This is an optimization exercise on Yosys and OpenROAD, whose aim is small area, not a production implementation. At most, simulation tests tie the RTL to the original design; equivalence was not proved. Only the layout flow was run in runs 1 and 2; the RTL was not checked for function there.

## flow/design.v (module list and top-level ports; edited modules follow where they fit)
// module dsp_mac: 443 lines
// module mac_fa: 10 lines
// module mac_ha: 9 lines
// module fir_decim_top: 173 lines
module fir_decim_top(
    input  wire logic                                       clk,
    input  wire logic                                       reset,
    input  wire logic                                       sample_in_rdy,
    input  wire logic signed [fir_decim_pkg::SAMPLE_W-1:0] sample_in_l,
    input  wire logic signed [fir_decim_pkg::SAMPLE_W-1:0] sample_in_r,
    output logic                                            sample_out_rdy,
    output logic      signed [fir_decim_pkg::SAMPLE_W-1:0] sample_out_l,
    output logic      signed [fir_decim_pkg::SAMPLE_W-1:0] sample_out_r,
    output logic                                            overrun,
    output logic                                            init_done
);
  // ...
==> flow/run.sh <==
#!/bin/bash
# synth_recipe.tcl (not shown) runs the flow's synth.tcl, then flattens the netlist and writes it again
# the make line also repeats each setting of config.mk as NAME=value (left out here)
make -C /OpenROAD-flow-scripts/flow DESIGN_CONFIG=/design/flow/config.mk WORK_HOME=/design/flow/orfs CLKGATE_MAP_FILE= SYNTH_SCRIPT=/design/flow/synth_recipe.tcl finish
==> flow/config.mk <==
export PLATFORM = sky130hd
export DESIGN_NAME = fir_decim_top
export DESIGN_NICKNAME = fir_decim_top
export VERILOG_FILES = /design/flow/design.v
export SDC_FILE = /design/flow/constraint.sdc
export NUM_CORES = 4
export LEC_CHECK = 0
export CAP_MARGIN = 20
export CORE_MARGIN = 2
export CORE_UTILIZATION = 40
export CTS_BUF_LIST = sky130_fd_sc_hd__clkbuf_16
export CTS_CLUSTER_DIAMETER = 100
export CTS_CLUSTER_SIZE = 28
export SLEW_MARGIN = 20
export SYNTH_HIERARCHICAL = 1
export SYNTH_MINIMUM_KEEP_SIZE = 0
==> flow/constraint.sdc <==
create_clock -name core_clock -period 10.0 [get_ports {clk}]
set_input_delay 2.0000 -clock core_clock [delete_from_list [all_inputs] [get_ports {clk}]]
set_output_delay 2.0000 -clock core_clock [all_outputs]
set_load 0.01 [all_outputs]
==> results.toml, run 1 <==
[status]
status = "finished clean"

[logic_synthesis]
ys.flop_type = "dfxtp_1"
synth_edf_count = 180
netlist.area_leader.share_pct = 21.8
yosys_warnings = 13
netlist_instances = 2508

[grt]
grt_pass1_wl_um = 138000

[sta]
final.setup_skew_ns = 0.0391
period_share_pct = 97.4
period_minus_slack_ns = 9.74
setup_tns_ns = 0

[critical_path]
r2r-start = "xp[0]"
end_kind = "flip-flop"
arrival_ns = 10.25
timing.rr.end = "ring_r[3][35]"

[floorplan]
start_util_pct = 40.3
rows = 100

[finish]
utilization_pct = 45.9
most-common-layout-cells = "317 x fa_1, 288 x dfxtp_1, 191 x inv_1"

[routing]
vias_per_cell = 5.62
drc_errors = 0
drt-total-wl_um = 92100

[clocking]
worstSkewPairLatency_ns = 0.61
==> inputs of run 2 (changes only) <==
==> flow/flow/run.sh (new file) <==
#!/bin/bash
# The standard layout (the standard.sh, synthesis included), except that
# - the port buffers are the smallest buffer, sky130_fd_sc_hd__buf_1
# - clock tree synthesis inserts no dummy loads (same clustering and buffer
#   as config.mk's CTS settings otherwise)
# All of make's output (every tool's log) goes to standard.log here; ORFS
# also keeps each step's own log under orfs/logs.
set -euo pipefail
export BUFFER_PORTS_ARGS="-buffer_cell sky130_fd_sc_hd__buf_1"
export CTS_ARGS="-sink_clustering_enable -repair_clock_nets -sink_clustering_size 28 -sink_clustering_max_diameter 100 -buf_list sky130_fd_sc_hd__clkbuf_16 -dont_use_dummy_load"
bash standard.sh > standard.log 2>&1
==> flow/standard.sh (new file) <==
#!/bin/bash
# synth_recipe.tcl (not shown) runs the flow's synth.tcl, then flattens the netlist and writes it again
# the make line also repeats each setting of config.mk as NAME=value (left out here)
make -C /OpenROAD-flow-scripts/flow DESIGN_CONFIG=/design/flow/config.mk WORK_HOME=/design/flow/orfs CLKGATE_MAP_FILE= SYNTH_SCRIPT=/design/flow/synth_recipe.tcl "${@:-finish}"
removed: flow/run.sh
==> results.toml, run 2 <==
[floorplan]
ioPinCount = 78
dieHeight_um = 278
rows = 100
start_util_pct = 40.3
fp.coreArea_sq_um = 74300
dieArea_sq_um = 77100
die_w_um = 278

[clocking]
cts_root_buf = "clkbuf_16"
clock_path_buffers = 3
worstSkewPairLatency_ns = 0.62
cts_sinks = 534
cts_tree = "done"
htreeDepth = 1
cts_hold_buf = 0
clkTransAtPathRegs_ns = 0.11
numCtsBuffers = 24

[routing]
drc_errors = 0
vias = 20500
drt-total-wl_um = 92800
vias_per_cell = 5.68
routedWlPerCell_um = 25.8
detail-route-antenna-nets = 0
drt_iter0_markers = 2096
drt-pass1-iter-count = 6

[logic_synthesis]
yosysTopAreaCell = "fa_1"
synth_seq_cells = 534
synth_edf_count = 180
synthDistinctLibCells = 72
yosys-top-cells-count = "326 x fa_1, 290 x dfxtp_1, 182 x inv_1, 180 x edfxtp_1, 163 x o21ai_0"
netlist.area_leader.share_pct = 21.8
synth.most_common_cell = "fa_1"
syn-num-nets = 2956
syn_area_sq_um = 29900
synthTopCellsByArea = "fa_1 22%, dfxtp_1 19%, edfxtp_1 18%"
yosys_warnings = 13
avgSynthCellArea_sq_um = 11.9
synth.yosys.seq_area_share_pct = 42.8
ys.flop_type = "dfxtp_1"
netlist_instances = 2508
synthArstFlopShare_pct = 12.0

[grt]
antenna_found_initial = 3
overflow = 0
grt_pass1_wl_um = 139000
track_usage_pct = 24.1
grt_pass1_vias = 21300
grt_max_degree = 74

[finish]
fin_cells = 3600
largestRegisters = "q (144), ring_l (144), ring_r (144)"
multiInputGateArea_sq_um = 16200
final_net_count = 3078
area_growth_pct = 11.6
most-common-layout-cells = "314 x fa_1, 288 x dfxtp_1, 180 x inv_1, 180 x edfxtp_1, 167 x buf_4"
regArea_sq_um = 12800
drive_above_1_share_pct = 16.4
design_area_sq_um = 33400
fill_cells = 6838
layout_commonest_cell = "fa_1"

[sta]
tightest_slew_ns = 0.952
slew_viol_final = 0
hold_violations = 0
period_minus_slack_ns = 9.72
finalSetupViolations = 0
final.setup_skew_ns = 0.0890
fmax_mhz = 103
period_share_pct = 97.2
slew_headroom_pct = 36.5

[critical_path]
critPathMaxStageDelay_ns = 0.55
arrival_ns = 10.24
crit_type = "flip-flop to flip-flop"
cp_top_family = "adder cells"
cp-start-kind = "flip-flop"
crit_top_cell = "fa_1"
cp.required_ns = 10.52
end_kind = "flip-flop"
crit_fanout = 12
crit_buf_inv = 4
slowest_stage = "dfstp_2"

[placed_design]
dp.cells = 3562
io_buffers = 77
finalWeightedCongestion = 0.942
hpwl_um = 68900
post_dp_cell_area_sq_um = 32400

[job]
maxCapViolCount = 0

[status]
status = "finished clean"

[worst_hold_path]
worstHoldPathType = "flip-flop to flip-flop"
==> run 2: cell counts after synthesis <==
Identical to the previous run, type by type.
==> run 2: kinds of logic (layout without fill, tap and decap cells) <==
logic type                 Yosys count  count (layout)  share of synthesized area, %
muxes                              159             159                          6.17
AOI/OAI and AO/OA                  500             500                          11.2
other                                0               3                             0
xor gates and xnor gates            52              52                          1.52
buffers and inverters              348             468                          4.60
adders and majority gates          409             409                          25.3
DFF                                534             534                          42.8
and+or+nand+nor                    506             506                          8.43
==> run 2: final cells by class <==
type / count / area share [%]
Timing Repair Buffer: 261 / 5.57
Sequential cell: 534 / 38.4
Antenna cell: 3 / 0.0225
Inverter: 183 / 2.07
Clock buffer: 24 / 1.80
Multi-Input combinational cell: 1626 / 48.6
Tap cell: 969 / 3.63
==> run 2: per-layer routing <==
layer / vias up / global-route usage [%] / wire length (um)
met5: - / 0 / 0
met4: 0 / 7.86 / 3240
met3: 156 / 4.57 / 7410
met2: 887 / 37.9 / 42200
met1: 10600 / 33.6 / 40000
li1: 8832 / - / -
==> run 2: through the flow <==
| stage | worst slack, ns | util [%] | hold slack, ns | TNS [ns] |
|---|---|---|---|---|
| after detailed placement | -0.210 | 43.6 | 0.312 | -2.19 |
| final | 0.275 | 45.0 | 0.306 | 0 |
| after floorplan | 0.167 | - | 0.310 | 0 |
| after global placement | -0.0313 | 43.6 | 0.310 | -0.0313 |
| after CTS | 0.0129 | 44.5 | 0.306 | 0 |
| after global routing | -0.0255 | 45.0 | 0.319 | -0.0295 |
==> run 2: Yosys stat by module, one instance, submodules excluded <==
module	times used	flops+latches	area [sq um]	cells
dsp_mac	2	0	2810	462
mac_ha	46	0	12.5	1
mac_fa	326	0	20.0	1
fir_decim_top	1	534	17200	1212
==> run 2: path summary, 6_finish.rpt <==
path	from	end	slack, ns	depth (start not counted)
setup reg to reg	xp[0]	ring_r[3][35]	0.28	30
hold reg to reg	ring_r[2][14]	ring_r[1][14]	0.31	0
max in group asynchronous	reset	qv[3]	7.65	3
hold / removal	ring_r[2][14]	ring_r[1][14]	0.31	0
setup / recovery	xp[0]	ring_r[3][35]	0.28	30
min in group asynchronous	reset	sample_out_l[6]	1.65	3
==> run 2: timing repair <==
| action | in CTS | in global routing |
|---|---|---|
| pin swaps | 1 | 15 |
| cloned | 0 | 1 |
| resized for setup | 8 | 69 |
| setup endpoints to repair | 16 | 18 |
| setup buffers | 3 | 7 |
==> module fir_decim_top, before the edit <==
module fir_decim_top(
    input  wire logic                                       clk,
    input  wire logic                                       reset,
    input  wire logic                                       sample_in_rdy,
    input  wire logic signed [fir_decim_pkg::SAMPLE_W-1:0] sample_in_l,
    input  wire logic signed [fir_decim_pkg::SAMPLE_W-1:0] sample_in_r,
    output logic                                            sample_out_rdy,
    output logic      signed [fir_decim_pkg::SAMPLE_W-1:0] sample_out_l,
    output logic      signed [fir_decim_pkg::SAMPLE_W-1:0] sample_out_r,
    output logic                                            overrun,
    output logic                                            init_done
);
    localparam int SW  = fir_decim_pkg::SAMPLE_W;
    localparam int SLW = fir_decim_pkg::SEL_W;
    localparam int AW  = 36;    
    localparam int WIN = 40;    
    localparam int HW  = AW - fir_decim_pkg::OUT_SHIFT;    
    logic [5:0] cnt, cnt_d;      
    logic [2:0] pidx, pidx_d;    
    logic       win, win_d;      
    logic       init_d;
    logic       acc_valid;
    logic       is_wait, accept, win_last, done;
    logic [1:0] jh, jh_d;        
    assign is_wait  = init_done && (cnt == '0);
    assign accept   = is_wait && sample_in_rdy;
    assign win_last = win && (cnt == 6'd1);
    always_comb begin
        cnt_d  = cnt;
        pidx_d = pidx;
        win_d  = win;
        if (accept) begin
            pidx_d = pidx + 1'b1;
            cnt_d  = (pidx == 3'd7) ? 6'(WIN) : 6'd1;
            win_d  = (pidx == 3'd7);
        end else if (cnt != '0) begin
            cnt_d = cnt - 1'b1;
            if (cnt == 6'd1) win_d = 1'b0;
        end
        init_d = init_done || (cnt == 6'd1);
    end
    always_ff @(posedge clk or posedge reset) begin
        if (reset) begin
            cnt       <= 6'd34;
            pidx      <= '0;
            win       <= 1'b0;
            acc_valid <= 1'b0;
            overrun   <= 1'b0;
            init_done <= 1'b0;
        end else begin
            cnt       <= cnt_d;
            pidx      <= pidx_d;
            win       <= win_d;
            init_done <= init_d;
            acc_valid <= win_last;
            overrun   <= sample_in_rdy && !is_wait;
        end
    end
    localparam int QD = 4;
    logic [AW-1:0]   ring_l [4];
    logic [AW-1:0]   ring_r [4];
    logic [AW-1:0]   sum_l, sum_r, rst_l, rst_r;
    logic [2*SW-1:0] y6;
    logic            clr, clr_y6;
    logic [2*SW-1:0] q [QD];
    logic [QD-1:0]   qv;           
    logic [QD-1:0]   qmv;          
    logic [2*SW-1:0] xr;
    logic [2:0]      xc, xc_d;     
    logic [2:0]      xp, xp_d;     
    logic            ext, ext_d;   
    logic            late, late_d; 
    logic            x_free, x_load, q_push, rebase, tap32;
    assign x_free = (xc <= 3'd1) && !ext && !(xc == 3'd1 && xp == 3'd7);
    assign x_load = x_free && (qv[QD-1] || (accept && qv == '0));
    assign q_push = accept && !(x_load && !qv[QD-1]);
    logic [QD-1:0] qlv;
    always_comb begin
        qlv[QD-1] = x_load && qv[QD-1];
        qmv[QD-1] = qv[QD-2] && (!qv[QD-1] || qlv[QD-1]);
        for (int i = QD - 2; i >= 1; i--) begin
            qlv[i] = qmv[i+1];
            qmv[i] = qv[i-1] && (!qv[i] || qlv[i]);
        end
        qlv[0] = qmv[1];
        qmv[0] = q_push;
    end
    assign tap32 = ext && late && (jh == 2'd3);
    always_comb begin
        xc_d   = x_load ? 3'd4 : (xc != '0) ? xc - 1'b1 : xc;
        xp_d   = x_load ? xp + 1'b1 : xp;
        ext_d  = (xc == 3'd1 && xp == 3'd7) || (ext && !tap32);
        late_d = !x_load && (late || done);
    end
    assign rebase = done;
    always_ff @(posedge clk or posedge reset) begin
        if (reset) begin
            qv <= '0;
            xc <= '0;
            xp <= 3'd7;
            ext  <= 1'b0;
            late <= 1'b0;
        end else begin
            qv <= qmv | (qv & ~qlv);
            xc <= xc_d;
            xp <= xp_d;
            ext  <= ext_d;
            late <= late_d;
        end
    end
    always_ff @(posedge clk) begin
        if (q_push) q[0][2*SW-1:HW] <= sample_in_l[SW-1:HW-SW];
        if (q_push || clr_y6) q[0][HW-1:0] <= clr_y6 ? ring_l[3][AW-1:AW-HW] : {sample_in_l[HW-SW-1:0], sample_in_r};
        if (qmv[1]) q[1][2*SW-1:HW] <= q[0][2*SW-1:HW];
        if (qmv[1] || clr_y6) q[1][HW-1:0] <= clr_y6 ? ring_r[3][AW-1:AW-HW] : q[0][HW-1:0];
        for (int i = 2; i < QD - 1; i++) begin
            if (qmv[i]) q[i] <= q[i-1];
        end
        if (qmv[QD-1] || x_load && xp == 3'd6) q[QD-1] <= qmv[QD-1] ? q[QD-2] : xr;
        if (x_load) xr <= qv[QD-1] ? q[QD-1] : {sample_in_l, sample_in_r};
    end
    assign jh_d = rebase ? jh : jh + 1'b1;
    always_ff @(posedge clk or posedge reset) begin
        if (reset) begin
            jh <= '0;
        end else begin
            jh <= jh_d;
        end
    end
    assign done = (xc != '0) && (xp == 3'd7) && (jh == 2'd0) && !late;
    logic [SLW-1:0] sel;
    logic [2:0]     tap_j;
    assign tap_j = {1'b0, jh} + {2'b0, late};
    assign sel   = (xc != '0 || tap32) ? fir_decim_pkg::fir_coef_sel({tap_j, ~xp}) : '0;
    assign y6 = q[QD-1];
    assign rst_l = clr_y6 ? {{(AW-SW-1){y6[2*SW-1]}}, y6[2*SW-1:SW], 1'b0} : '0;
    assign rst_r = clr_y6 ? {{(AW-SW-1){y6[SW-1]}},   y6[SW-1:0],    1'b0} : '0;
    dsp_mac u_mac_l (.acc(ring_l[0]), .x(xr[2*SW-1:SW]), .sel(sel), .sum(sum_l));
    dsp_mac u_mac_r (.acc(ring_r[0]), .x(xr[SW-1:0]),    .sel(sel), .sum(sum_r));
    always_ff @(posedge clk) begin
        clr       <= !init_done || done;
        clr_y6    <= done;
        ring_l[0] <= ring_l[1];
        ring_r[0] <= ring_r[1];
        ring_l[1] <= ring_l[2];
        ring_r[1] <= ring_r[2];
        ring_l[2] <= clr ? rst_l : ring_l[3];
        ring_r[2] <= clr ? rst_r : ring_r[3];
        ring_l[3] <= sum_l;
        ring_r[3] <= sum_r;
    end
    function automatic logic [SW-1:0] sat(input logic [HW-1:0] s);
        if (s[HW-1:SW-1] == '0 || s[HW-1:SW-1] == '1) begin
            sat = s[SW-1:0];
        end else begin
            sat = {s[HW-1], {(SW-1){!s[HW-1]}}};
        end
    endfunction
    logic [HW-1:0] hold_l, hold_r;
    assign hold_l = q[0][HW-1:0];
    assign hold_r = q[1][HW-1:0];
    always_ff @(posedge clk or posedge reset) begin
        if (reset) begin
            sample_out_rdy <= 1'b0;
            sample_out_l   <= '0;
            sample_out_r   <= '0;
        end else begin
            sample_out_rdy <= acc_valid;
            sample_out_l   <= acc_valid ? sat(hold_l) : '0;
            sample_out_r   <= acc_valid ? sat(hold_r) : '0;
        end
    end
endmodule
==> inputs of run 3 (changes only) <==
--- a/flow/design.v
+++ b/flow/design.v
@@ -684,5 +684,9 @@
     logic [SLW-1:0] sel;
-    logic [2:0]     tap_j;
-    assign tap_j = {1'b0, jh} + {2'b0, late};
-    assign sel   = (xc != '0 || tap32) ? fir_decim_pkg::fir_coef_sel({tap_j, ~xp}) : '0;
+    logic           tap_on_d;
+    logic [2:0]     tap_j_d;
+    assign tap_on_d = (xc_d != '0) || (ext_d && late_d && jh_d == 2'd3);
+    assign tap_j_d  = {1'b0, jh_d} + {2'b0, late_d};
+    always_ff @(posedge clk) begin
+        sel <= tap_on_d ? fir_decim_pkg::fir_coef_sel({tap_j_d, ~xp_d}) : '0;
+    end
     assign y6 = q[QD-1];
==> results.toml, run 3 <==
[logic_synthesis]
yosysTopAreaCell = "fa_1"
synthArstFlopShare_pct = 11.4
synthTopCellsByArea = "fa_1 21%, dfxtp_1 21%, edfxtp_1 18%"
yosys-top-cells-count = "326 x fa_1, 318 x dfxtp_1, 184 x inv_1, 180 x edfxtp_1"
netlist.area_leader.share_pct = 21.4
synthDistinctLibCells = 70
synth_seq_cells = 562
synth.most_common_cell = "fa_1"
avgSynthCellArea_sq_um = 11.9
syn_area_sq_um = 30500
syn-num-nets = 3008
yosys_warnings = 13
ys.flop_type = "dfxtp_1"
synth.yosys.seq_area_share_pct = 43.8
netlist_instances = 2557
synth_edf_count = 180

[clocking]
worstSkewPairLatency_ns = 0.64
cts_tree = "done"
post_cts_buffers = 0
cts_root_buf = "clkbuf_16"
clock_path_buffers = 3
cts_sinks = 562
htreeDepth = 1
numCtsBuffers = 27
cts_resized = 0
cts_hold_buf = 0
clkTransAtPathRegs_ns = 0.11

[finish]
design_area_sq_um = 32700
utilization_pct = 43.2
final_net_count = 3029
area_growth_pct = 7.14
largestRegisters = "q (144), ring_l (144), ring_r (144)"
fill_cells = 6990
layout_commonest_cell = "fa_1"
most-common-layout-cells = "326 x fa_1, 314 x dfxtp_1, 183 x inv_1"
drive_above_1_share_pct = 10.2
antennaDiodeCount = 0

[routing]
detail-route-antenna-nets = 0
routedWlPerCell_um = 26.0
drc_errors = 0
drt-total-wl_um = 92400
drt-pass1-iter-count = 6
drt_iter0_markers = 2428
vias = 20100
vias_per_cell = 5.66

[floorplan]
ioPinCount = 78
dieHeight_um = 280
dieArea_sq_um = 78500
rows = 101
die_w_um = 280
start_util_pct = 40.3
fp.coreArea_sq_um = 75700

[placed_design]
hpwl_um = 67900
io_buffers = 77
finalWeightedCongestion = 0.940
post_dp_cell_area_sq_um = 32000

[grt]
track_usage_pct = 23.8
overflow = 0
antenna_found_initial = 2
grt_max_degree = 65
grt_pass1_wl_um = 139000
grt_pass1_vias = 21000

[status]
status = "finished clean"

[sta]
period_minus_slack_ns = 9.35
finalSetupViolations = 0
hold_violations = 0
slew_headroom_pct = 30.1
setup_tns_ns = 0
final.setup_skew_ns = 0.0815
fmax_mhz = 107
rsz0062_at_grt = "no"
slew_viol_final = 0
tightest_slew_ns = 1.05
holdWs_ns = 0.286
period_share_pct = 93.5

[critical_path]
cp.required_ns = 10.48
crit_type = "flip-flop to flip-flop"
crit_fanout = 15
cp-start-kind = "flip-flop"
reg2reg_depth = 22
arrival_ns = 9.84
end_kind = "flip-flop"

[worst_hold_path]
worstHoldPathType = "flip-flop to flip-flop"
min_delay_path_depth = 0

[job]
maxCapViolCount = 0
run 3: changes by cell type in the layout (fill, tap and decap cells not counted), moves of 13 or more:
cell      change
mux2_4       -29
nor3_1       +18
a221oi_1     +15
mux2_2       +28
buf_4        -86
dfxtp_1      +26
buf_12       -13
run 3: worst max-delay path: stages, from the launching register on:
cell and delay [ns]:
edfxtp_1 0.71, inv_1 0.28, a221oi_1 0.53, fa_1 0.52, fa_1 0.45, fa_1 0.53
fa_1 0.42, ha_1 0.22, fa_1 0.38, fa_1 0.39, fa_1 0.41, fa_1 0.39
fa_1 0.40, fa_1 0.39, fa_1 0.39, fa_1 0.40, fa_1 0.39, fa_1 0.39
fa_1 0.58, nand4_1 0.16, nor4_4 0.48, o21ai_0 0.22, xnor2_1 0.18
run 3: cell families (layout without fill, tap and decap cells):
logic type | after synthesis | in the layout | share of synthesized area (%)
compound gates | 497 | 497 | 11.0
xor+xnor | 53 | 53 | 1.55
fa+ha+maj | 412 | 412 | 24.9
buf+inv | 355 | 374 | 4.43
flops | 562 | 562 | 43.8
mux | 158 | 158 | 5.71
simple gates | 520 | 520 | 8.59
run 3: final cells by class:
| type | count | area, sq um | area share [%] |
|---|---|---|---|
| timing repair buffer | 159 | 912 | 2.79 |
| clock buffer | 27 | 676 | 2.07 |
| tap | 978 | 1220 | 3.74 |
| multi-input combinational | 1640 | 15800 | 48.3 |
| inverter | 188 | 711 | 2.17 |
| sequential | 562 | 13400 | 40.9 |
run 3: worst paths after layout:
check	endpoint	slack, ns	from
max	ring_l[3][31]	0.65	xr[30]
min	ring_l[0][19]	0.29	ring_l[1][19]
max reg2reg	ring_l[3][31]	0.65	xr[30]
min reg2reg	ring_l[0][19]	0.29	ring_l[1][19]
max in group asynchronous	qv[3]	7.72	reset
min in group asynchronous	sample_out_r[16]	1.61	reset
run 3: metrics by stage:
step	cells	worst slack, ns
after floorplan	2557	1.68
after global placement	3526	0.836
after detailed placement	3526	0.648
after CTS	3553	0.671
after global routing	3554	0.408
final	3554	0.646
run 3: routing by layer:
layer	routed length [um]	GRT usage (%)
met1	40000	33.1
met2	42200	37.7
met3	6770	4.17
met4	3350	7.77
met5	0	0
run 3: per-module statistics from Yosys (local to each module, per instance):
module | times used | flip-flops and latches | area, sq um | cells inside
mac_ha | 46 | 0 | 12.5 | 1
dsp_mac | 2 | 0 | 2810 | 462
mac_fa | 326 | 0 | 20.0 | 1
fir_decim_top | 1 | 562 | 17800 | 1261
==> inputs of run 4 (changes only) <==
--- a/flow/flow/run.sh
+++ b/flow/flow/run.sh
@@ -5,2 +5,3 @@
 #   as config.mk's CTS settings otherwise)
+# - timing repair also downsizes gates off the critical paths (RECOVER_POWER)
 # All of make's output (every tool's log) goes to standard.log here; ORFS
@@ -10,2 +11,3 @@
 export CTS_ARGS="-sink_clustering_enable -repair_clock_nets -sink_clustering_size 28 -sink_clustering_max_diameter 100 -buf_list sky130_fd_sc_hd__clkbuf_16 -dont_use_dummy_load"
+export RECOVER_POWER=100
 bash standard.sh > standard.log 2>&1
==> results.toml, run 4 <==
[clocking]
htreeDepth = 1
cts_hold_buf = 0
cts_resized = 0
clock_path_buffers = 3
cts_sinks = 562
cts_tree = "done"
numCtsBuffers = 27
clkTransAtPathRegs_ns = 0.11
cts_root_buf = "clkbuf_16"
post_cts_buffers = 0
worstSkewPairLatency_ns = 0.63

[floorplan]
start_util_pct = 40.3
rows = 101
fp.coreArea_sq_um = 75700
dieArea_sq_um = 78500
ioPinCount = 78
die_w_um = 280
dieHeight_um = 280

[logic_synthesis]
ys.flop_type = "dfxtp_1"
netlist.area_leader.share_pct = 21.4
yosysTopAreaCell = "fa_1"
synthDistinctLibCells = 70
avgSynthCellArea_sq_um = 11.9
synth.yosys.seq_area_share_pct = 43.8
netlist_instances = 2557
synth.most_common_cell = "fa_1"
synthTopCellsByArea = "fa_1 21%, dfxtp_1 21%, edfxtp_1 18%"
syn-num-nets = 3008
yosys-top-cells-count = "326 x fa_1, 318 x dfxtp_1, 184 x inv_1, 180 x edfxtp_1"
synthArstFlopShare_pct = 11.4
syn_area_sq_um = 30500
yosys_warnings = 13
synth_seq_cells = 562
synth_edf_count = 180

[sta]
period_minus_slack_ns = 9.40
period_share_pct = 94.0
fmax_mhz = 106
holdWs_ns = 0.288
hold_violations = 0
setup_tns_ns = 0
final.setup_skew_ns = 0.0780
finalSetupViolations = 0
rsz0062_at_grt = "no"
tightest_slew_ns = 3.93
slew_viol_final = 398
slew_headroom_pct = -162

[critical_path]
cp_top_family = "adder cells"
crit_top_cell = "fa_1"
cp-start-kind = "flip-flop"
r2r-start = "xr[13]"
slowest_stage = "nor4_2"
crit_fanout = 15
crit_type = "flip-flop to flip-flop"
cp_cell_sequence = "inv_1 > a221oi_1 > ha_1 > fa_1 > fa_1 > fa_1 > fa_1 > fa_1 > fa_1 > fa_1 > fa_1 > fa_1 > fa_1 > fa_1 > fa_1 > fa_1 > fa_1 > fa_1 > nand4_1 > nor4_2 > o21ai_0 > xnor2_1"
critPathLaunch = "xr[13]"
arrival_ns = 9.92
cp.required_ns = 10.52
end_kind = "flip-flop"
crit_buf_inv = 1
critPathMaxStageDelay_ns = 0.71

[finish]
fin_cells = 3555
area_growth_pct = 6.66
layout_commonest_cell = "fa_1"
final_net_count = 3029
largestRegisters = "q (144), ring_l (144), ring_r (144)"
most-common-layout-cells = "326 x fa_1, 316 x dfxtp_1, 184 x inv_1"
drive_above_1_share_pct = 8.97

[routing]
routedWlPerCell_um = 26.0
drt-total-wl_um = 92400
detail-route-antenna-nets = 0
vias_per_cell = 5.67
drt-pass1-iter-count = 6
drc_errors = 0
vias = 20200
drt_iter0_markers = 2297

[status]
status = "finished with violations"
so_faults = "capacitance limit, slew limit"

[placed_design]
finalWeightedCongestion = 0.940
dp.cells = 3526
io_buffers = 77
hpwl_um = 67900

[worst_hold_path]
worstHoldPathType = "flip-flop to flip-flop"
min-delay-start = "ring_l[1][19]"

[job]
maxCapViolCount = 10

[grt]
grt_pass1_wl_um = 139000
track_usage_pct = 23.8
grt_max_degree = 65
overflow = 0
antenna_found_initial = 2
grt_pass1_vias = 21000
==> run 4: per-module statistics from Yosys, one instance, submodules excluded <==
| module | flip-flops and latches | copies in the design | area, sq um | cells |
|---|---|---|---|---|
| mac_ha | 0 | 46 | 12.5 | 1 |
| dsp_mac | 0 | 2 | 2810 | 462 |
| mac_fa | 0 | 326 | 20.0 | 1 |
| fir_decim_top | 562 | 1 | 17800 | 1261 |
==> run 4: layer usage <==
metal	track usage [%]	vias to the layer above	wire length, um
met1	33.1	10300	40000
met4	7.77	0	3290
li1	-	8811	-
met2	37.7	898	42300
met5	0	-	0
met3	4.17	151	6790
==> run 4: cell type report <==
class | instances | area (sq um)
fill | 7018 | 43100
tap | 978 | 1220
inverter | 188 | 711
multi-input combinational | 1640 | 15700
antenna | 1 | 2.50
sequential | 562 | 13400
timing repair buffer | 159 | 860
clock buffer | 27 | 676
==> run 4: cell families after synthesis <==
group / synth area share [%]
xor gates and xnor gates: 1.55
muxes: 5.71
and+or+nand+nor: 8.59
DFF: 43.8
buffers and inverters: 4.43
adders and majority gates: 24.9
AOI/OAI and AO/OA: 11.0
==> run 4: worst paths after layout <==
check                                  end  slack, ns  cells after the start
hold / removal               ring_l[0][19]       0.29                      0
setup / recovery             ring_r[3][29]       0.60                     22
min in group asynchronous  sample_out_l[2]       2.85                      3
hold reg to reg              ring_l[0][19]       0.29                      0
max in group asynchronous            qv[3]       4.64                      3
setup reg to reg             ring_r[3][29]       0.60                     22
==> run 4: worst reg2reg max path: cells and delay by family, from the launching register on <==
family | cells | cell delay (ns)
buffers and inverters | 1 | 0.30
xor gates and xnor gates | 1 | 0.17
and+or+nand+nor | 2 | 0.84
DFF | 1 | 0.69
AOI/OAI and AO/OA | 2 | 0.65
adders and majority gates | 16 | 6.65
==> run 4: metrics by stage <==
step / util [%] / worst slack [ns] / cell area [sq um]
finish: 43.0 / 0.600 / 32600
global route: 43.0 / 0.227 / 32600
CTS: 43.2 / 0.671 / 32700
detailed placement: 42.3 / 0.648 / 32000
global placement: 42.3 / 0.836 / 32000
floorplan: - / 1.68 / 30500

[afterwards: timing with drivers on the ports]
In the flow no input, the clock included, has a driving cell. The finished layouts below were timed again as built, in two steps. Step 1 sets driving cells, clkbuf_16 on the clock port and buf_2 on the other inputs (assumed; they add their load-dependent delay and slew). Step 2 adds t to the input delays and takes it off the output delays; t is the mean of the earliest and latest rising clock arrival at the registers after step 1. Input paths then give back, and output paths get back, about the clock's delay inside the block. a / b / c = no drivers / after step 1 / after step 2; a / b = the first two.
run	t (ns)	setup slack, ns	worst setup path after step 2	clock arrival spread, ns	slew at the worst register clock pin (ns)
run 1	0.652	0.264 / 0.264 / 0.264	register to register	0.042 / 0.042	0.11 / 0.11
run 2	0.635	0.275 / 0.275 / 0.275	register to register	0.089 / 0.089	0.11 / 0.11
run 3	0.655	0.646 / 0.646 / 0.646	register to register	0.082 / 0.082	0.11 / 0.11
run 4	0.650	0.600 / 0.600 / 0.600	register to register	0.078 / 0.078	0.11 / 0.11
